Source: an optimization exercise on an open RTL-to-GDS flow (aim: small area and a short achievable clock period). Production flows keep margins and buffers that such runs may drop. Function was checked by simulation only, so behaviour that the tests miss may differ from the original. No activity file was given, so power comes from the tool's default toggle rates.

==> flow/design.v <==
`default_nettype none
package router_port_pkg;
  typedef logic [4-1:0] port_id_t;
  typedef logic [16-1:0] port_mask_t;
  typedef struct packed {
    logic data;
    logic valid_n;
    logic frame_n;
  } out_lane_t;
endpackage
`default_nettype wire
`default_nettype none
package router_ctrl_pkg;
  typedef enum logic [2:0] {idle, addr, pad, request, connected} slice_state_t;
  typedef struct packed {
    logic active;
    logic [4-1:0] dest;
  } slice_req_t;
  typedef struct packed {
    logic valid;
    logic [4-1:0] src;
  } owner_t;
endpackage
`default_nettype wire
`default_nettype none
module router (
  input  logic        clock,
  input  logic        reset,
  input  logic [15:0] frame_n,
  input  logic [15:0] valid_n,
  input  logic [15:0] din,
  output logic [15:0] busy_n,
  output logic [15:0] dout,
  output logic [15:0] valido_n,
  output logic [15:0] frameo_n
);
  localparam logic [2:0] S_IDLE = 3'b000, S_PAD = 3'b100, S_REQ = 3'b110,
                         S_REQG = 3'b111, S_CONN = 3'b101;
  logic [2:0]  st   [16];
  logic [3:0]  dest [16];
  logic [15:0] owns;             
  logic [15:0] wait_g;           
  logic [15:0] l_d, l_v, l_f;    
  logic [3:0]  last [16];        
  logic [15:0] won;
  logic [15:0] req  [16];        
  logic [15:0] own;              
  logic [15:0] hold [16];        
  always_comb begin
    for (int o = 0; o < 16; o++) begin
      for (int i = 0; i < 16; i++) begin
        req[o][i] = wait_g[i] && (dest[i] == 4'(o));
        hold[o][i] = owns[i] && (dest[i] == 4'(o));
      end
    end
  end
  always_comb begin
    for (int o = 0; o < 16; o++) own[o] = |hold[o];
  end
  logic [3:0]  win_idx [16];
  logic [15:0] win_any;
  logic [15:0] gnt [16];
  for (genvar o = 0; o < 16; o++) begin : g_arb
    logic [31:0]       x;
    logic [15:0]       a1, i1;
    logic [7:0]        a2;
    logic [15:0]       i2;
    logic [3:0]        a3;
    logic [11:0]       i3;
    logic [1:0]        a4;
    logic [7:0]        i4;
    always_comb begin
      x = {req[o], req[o] & (16'hfffe << last[o])};
      for (int k = 0; k < 16; k++) begin
        a1[k] = x[2*k] | x[2*k+1];
        i1[k] = !x[2*k];
      end
      for (int k = 0; k < 8; k++) begin
        a2[k] = a1[2*k] | a1[2*k+1];
        i2[2*k +: 2] = a1[2*k] ? {1'b0, i1[2*k]} : {1'b1, i1[2*k+1]};
      end
      for (int k = 0; k < 4; k++) begin
        a3[k] = a2[2*k] | a2[2*k+1];
        i3[3*k +: 3] = a2[2*k] ? {1'b0, i2[4*k +: 2]} : {1'b1, i2[4*k+2 +: 2]};
      end
      for (int k = 0; k < 2; k++) begin
        a4[k] = a3[2*k] | a3[2*k+1];
        i4[4*k +: 4] = a3[2*k] ? {1'b0, i3[6*k +: 3]} : {1'b1, i3[6*k+3 +: 3]};
      end
      win_idx[o] = a4[0] ? i4[3:0] : i4[7:4];
      win_any[o] = a4[1] & !own[o];
      for (int j = 0; j < 16; j++) gnt[o][j] = win_any[o] && (win_idx[o] == 4'(j));
    end
  end
  logic [15:0] gcol [16];
  always_comb begin
    for (int i = 0; i < 16; i++) begin
      for (int o = 0; o < 16; o++) gcol[i][o] = gnt[o][i];
      won[i] = |gcol[i];
    end
  end
  logic [2:0] st_d [16];
  always_comb begin
    for (int i = 0; i < 16; i++) begin
      case (st[i])
        S_IDLE:  st_d[i] = frame_n[i] ? S_IDLE : 3'b001;
        S_REQ:   st_d[i] = won[i] ? S_REQG : S_REQ;
        S_REQG:  st_d[i] = S_CONN;
        S_CONN:  st_d[i] = frame_n[i] ? S_IDLE : S_CONN;
        S_PAD:   st_d[i] = S_REQ;
        default: st_d[i] = st[i] + 3'd1;
      endcase
      if (!reset) st_d[i] = S_IDLE;
    end
  end
  always_ff @(posedge clock) begin
    for (int i = 0; i < 16; i++) begin
      st[i] <= st_d[i];
      wait_g[i] <= st_d[i][2] & st_d[i][1];
      owns[i] <= reset & (won[i] | (st[i] == S_REQG) | (st[i] == S_CONN));
      if (!st[i][2] && (st[i] != S_IDLE || !frame_n[i]))
        dest[i] <= {din[i], dest[i][3:1]};
      l_d[i] <= din[i];
      l_v[i] <= !valid_n[i] & (st[i] == S_CONN);
      l_f[i] <= !frame_n[i] & (st[i] == S_CONN);
    end
  end
  always_ff @(posedge clock) begin
    for (int o = 0; o < 16; o++) begin
      if (!reset) last[o] <= 4'd15;
      else if (win_any[o]) last[o] <= win_idx[o];
      dout[o]     <= reset & |(hold[o] & l_d);
      valido_n[o] <= ~reset | ~|(hold[o] & l_v);
      frameo_n[o] <= ~reset | ~|(hold[o] & l_f);
    end
  end
  always_comb begin
    for (int i = 0; i < 16; i++) busy_n[i] = !wait_g[i];
  end
endmodule
`default_nettype wire
clock: 11.5 ns
lec_check: 0
abc_area: 1
cap_margin: 20
cell_pad_in_sites_detail_placement: 2
cell_pad_in_sites_global_placement: 4
core_margin: 2
core_utilization: 30
cts_buf_list: sky130_fd_sc_hd__clkbuf_4 sky130_fd_sc_hd__clkbuf_8
place_density: 0.45
slew_margin: 20
standard.sh (not shown) runs the stock make flow with config.mk's settings and CLKGATE_MAP_FILE= SYNTH_SCRIPT=/design/flow/synth_recipe.tcl, a recipe that flattens the netlist after the stock synthesis.
==> flow/flow/run.sh <==
#!/bin/bash
# Own layout flow: the standard flow, with a different ABC mapping
# script for synthesis (same registers as the standard synthesis), then the
# standard layout steps with a setup margin for timing repair, cell resizing
# across footprints and plain buffers on the ports.
set -euo pipefail
here=$(pwd)
mkdir -p "$here/scripts_abc"
for f in "$FLOW_HOME"/scripts/*; do ln -sf "$f" "$here/scripts_abc/"; done
rm -f "$here/scripts_abc/abc_area.script" "$here/scripts_abc/abc_speed.script"
cp "$here/flow/abc.script" "$here/scripts_abc/abc_area.script"
cp "$here/flow/abc.script" "$here/scripts_abc/abc_speed.script"
MARGIN=$(cat "$here/flow/setup_margin")
bash standard.sh SCRIPTS_DIR="$here/scripts_abc" synth > "$here/synth_run.log" 2>&1
bash standard.sh SETUP_SLACK_MARGIN="$MARGIN" MATCH_CELL_FOOTPRINT=0 \
  BUFFER_PORTS_ARGS="-buffer_cell sky130_fd_sc_hd__buf_2" finish > "$here/layout_run.log" 2>&1
==> flow/flow/abc.script <==
strash
&get -n
&st
&dch -f
&nf -R 50 -p -F 8 -C 32
&put
topo
==> flow/flow/setup_margin <==
7.5
Then changed:
--- a/flow/design.v
+++ b/flow/design.v
@@ -35,7 +35,7 @@
   output logic [15:0] frameo_n
 );
   localparam logic [2:0] S_IDLE = 3'b000, S_PAD = 3'b100, S_REQ = 3'b110,
-                         S_REQG = 3'b111, S_CONN = 3'b101;
+                         S_CONN = 3'b101;
   logic [2:0]  st   [16];
   logic [3:0]  dest [16];
   logic [15:0] owns;             
@@ -43,6 +43,7 @@
   logic [15:0] l_d, l_v, l_f;    
   logic [3:0]  last [16];        
   logic [15:0] won;
+  logic [15:0] granted;          
   logic [15:0] req  [16];        
   logic [15:0] own;              
   logic [15:0] hold [16];        
@@ -104,8 +105,7 @@
     for (int i = 0; i < 16; i++) begin
       case (st[i])
         S_IDLE:  st_d[i] = frame_n[i] ? S_IDLE : 3'b001;
-        S_REQ:   st_d[i] = won[i] ? S_REQG : S_REQ;
-        S_REQG:  st_d[i] = S_CONN;
+        S_REQ:   st_d[i] = granted[i] ? S_CONN : S_REQ;
         S_CONN:  st_d[i] = frame_n[i] ? S_IDLE : S_CONN;
         S_PAD:   st_d[i] = S_REQ;
         default: st_d[i] = st[i] + 3'd1;
@@ -117,7 +117,8 @@
     for (int i = 0; i < 16; i++) begin
       st[i] <= st_d[i];
       wait_g[i] <= st_d[i][2] & st_d[i][1];
-      owns[i] <= reset & (won[i] | (st[i] == S_REQG) | (st[i] == S_CONN));
+      owns[i] <= reset & (won[i] | granted[i] | (st[i] == S_CONN));
+      granted[i] <= reset & won[i];
       if (!st[i][2] && (st[i] != S_IDLE || !frame_n[i]))
         dest[i] <= {din[i], dest[i][3:1]};
       l_d[i] <= din[i];
Outcome:
- non-clock buffer count is lower by 92
- final area is lower by a few percent
- sequential share of layout area is higher by 1.4 points
- global-route usage is lower by 2.7 points
- clock-buffer cell count is higher by 8
- synthesized area is higher by a few percent
- power is lower by a quarter to a third
- synthesized cell count is higher by a few percent
- routed wire length is about the same

* * *

RTL: the design.v shown in full above, as it stands there.
==> flow/config.mk <==
export PLATFORM = sky130hd
export DESIGN_NAME = router
export DESIGN_NICKNAME = router
export VERILOG_FILES = /design/flow/design.v
export SDC_FILE = /design/flow/constraint.sdc
export NUM_CORES = 4
export LEC_CHECK = 0
export ABC_AREA = 1
export CAP_MARGIN = 20
export CELL_PAD_IN_SITES_DETAIL_PLACEMENT = 2
export CELL_PAD_IN_SITES_GLOBAL_PLACEMENT = 4
export CORE_MARGIN = 2
export CORE_UTILIZATION = 30
export PLACE_DENSITY = 0.45
export SLEW_MARGIN = 20
==> flow/constraint.sdc <==
create_clock -name core_clock -period 11.5 [get_ports {clock}]
set_input_delay 2.3000 -clock core_clock [delete_from_list [all_inputs] [get_ports {clock}]]
set_output_delay 2.3000 -clock core_clock [all_outputs]
set_load 0.01 [all_outputs]
==> flow/flow/setup_margin <==
7
Scripts as last shown in full above: flow/flow/run.sh, flow/flow/abc.script
Then changed:
--- a/flow/design.v
+++ b/flow/design.v
@@ -32,20 +32,21 @@
   output logic [15:0] busy_n,
   output logic [15:0] dout,
   output logic [15:0] valido_n,
   output logic [15:0] frameo_n
 );
   localparam logic [2:0] S_IDLE = 3'b000, S_PAD = 3'b100, S_REQ = 3'b110,
-                         S_REQG = 3'b111, S_CONN = 3'b101;
+                         S_CONN = 3'b101;
   logic [2:0]  st   [16];
   logic [3:0]  dest [16];
   logic [15:0] owns;             
   logic [15:0] wait_g;           
   logic [15:0] l_d, l_v, l_f;    
   logic [3:0]  last [16];        
   logic [15:0] won;
+  logic [15:0] granted;          
   logic [15:0] req  [16];        
   logic [15:0] own;              
   logic [15:0] hold [16];        
   always_comb begin
     for (int o = 0; o < 16; o++) begin
       for (int i = 0; i < 16; i++) begin
@@ -101,26 +102,26 @@
   end
   logic [2:0] st_d [16];
   always_comb begin
     for (int i = 0; i < 16; i++) begin
       case (st[i])
         S_IDLE:  st_d[i] = frame_n[i] ? S_IDLE : 3'b001;
-        S_REQ:   st_d[i] = won[i] ? S_REQG : S_REQ;
-        S_REQG:  st_d[i] = S_CONN;
+        S_REQ:   st_d[i] = granted[i] ? S_CONN : S_REQ;
         S_CONN:  st_d[i] = frame_n[i] ? S_IDLE : S_CONN;
         S_PAD:   st_d[i] = S_REQ;
         default: st_d[i] = st[i] + 3'd1;
       endcase
       if (!reset) st_d[i] = S_IDLE;
     end
   end
   always_ff @(posedge clock) begin
     for (int i = 0; i < 16; i++) begin
       st[i] <= st_d[i];
       wait_g[i] <= st_d[i][2] & st_d[i][1];
-      owns[i] <= reset & (won[i] | (st[i] == S_REQG) | (st[i] == S_CONN));
+      owns[i] <= reset & (won[i] | granted[i] | (st[i] == S_CONN));
+      granted[i] <= reset & won[i];
       if (!st[i][2] && (st[i] != S_IDLE || !frame_n[i]))
         dest[i] <= {din[i], dest[i][3:1]};
       l_d[i] <= din[i];
       l_v[i] <= !valid_n[i] & (st[i] == S_CONN);
       l_f[i] <= !frame_n[i] & (st[i] == S_CONN);
     end
Critical path depth went up by 2.
Final area went down by 2.6%.
Non-clock buffer count went down by 94.
Area after synthesis went up by 2.3%.
Sequential cell count went up by 16.
Clock skew went up by 0.012 ns.
Via count stays flat.

## what the ideal ports hide
How much do the figures lean on ideal ports? The routed layouts below were timed once more, with nothing changed but the port constraints.
Step 1 sets driving cells, clkbuf_16 on the clock port and buf_2 on the other inputs (assumed; they add their load-dependent delay and slew).
Step 2 times the ports against the registers' clock, not the clock port: input delays grow and output delays shrink by t, the midpoint of the rising clock arrivals with the driver on.
Three values: no drivers, after step 1, after step 2; two values: the first two.
run | shift t [ns] | setup WS [ns] | worst setup path at the end | clock arrival spread, ns | worst data-port slew with drivers (ns)
the first run of note 1 | 0.825 | 7.025 / 7.025 / 7.025 | register to register | 0.073 / 0.074 | 0.08
the second run of note 1 | 0.853 | 7.179 / 7.179 / 6.722 | input to register | 0.055 / 0.055 | 0.11
the first run of note 2 | 0.724 | 6.791 / 6.791 / 6.393 | input to register | 0.046 / 0.045 | 0.05
the second run of note 2 | 0.728 | 6.709 / 6.709 / 6.400 | input to register | 0.057 / 0.057 | 0.11
After both steps setup and hold are still met in every run listed. The setup slack of the second run of note 1, which loses most, moves by 0.000 ns with the drivers and by -0.457 ns with both steps.
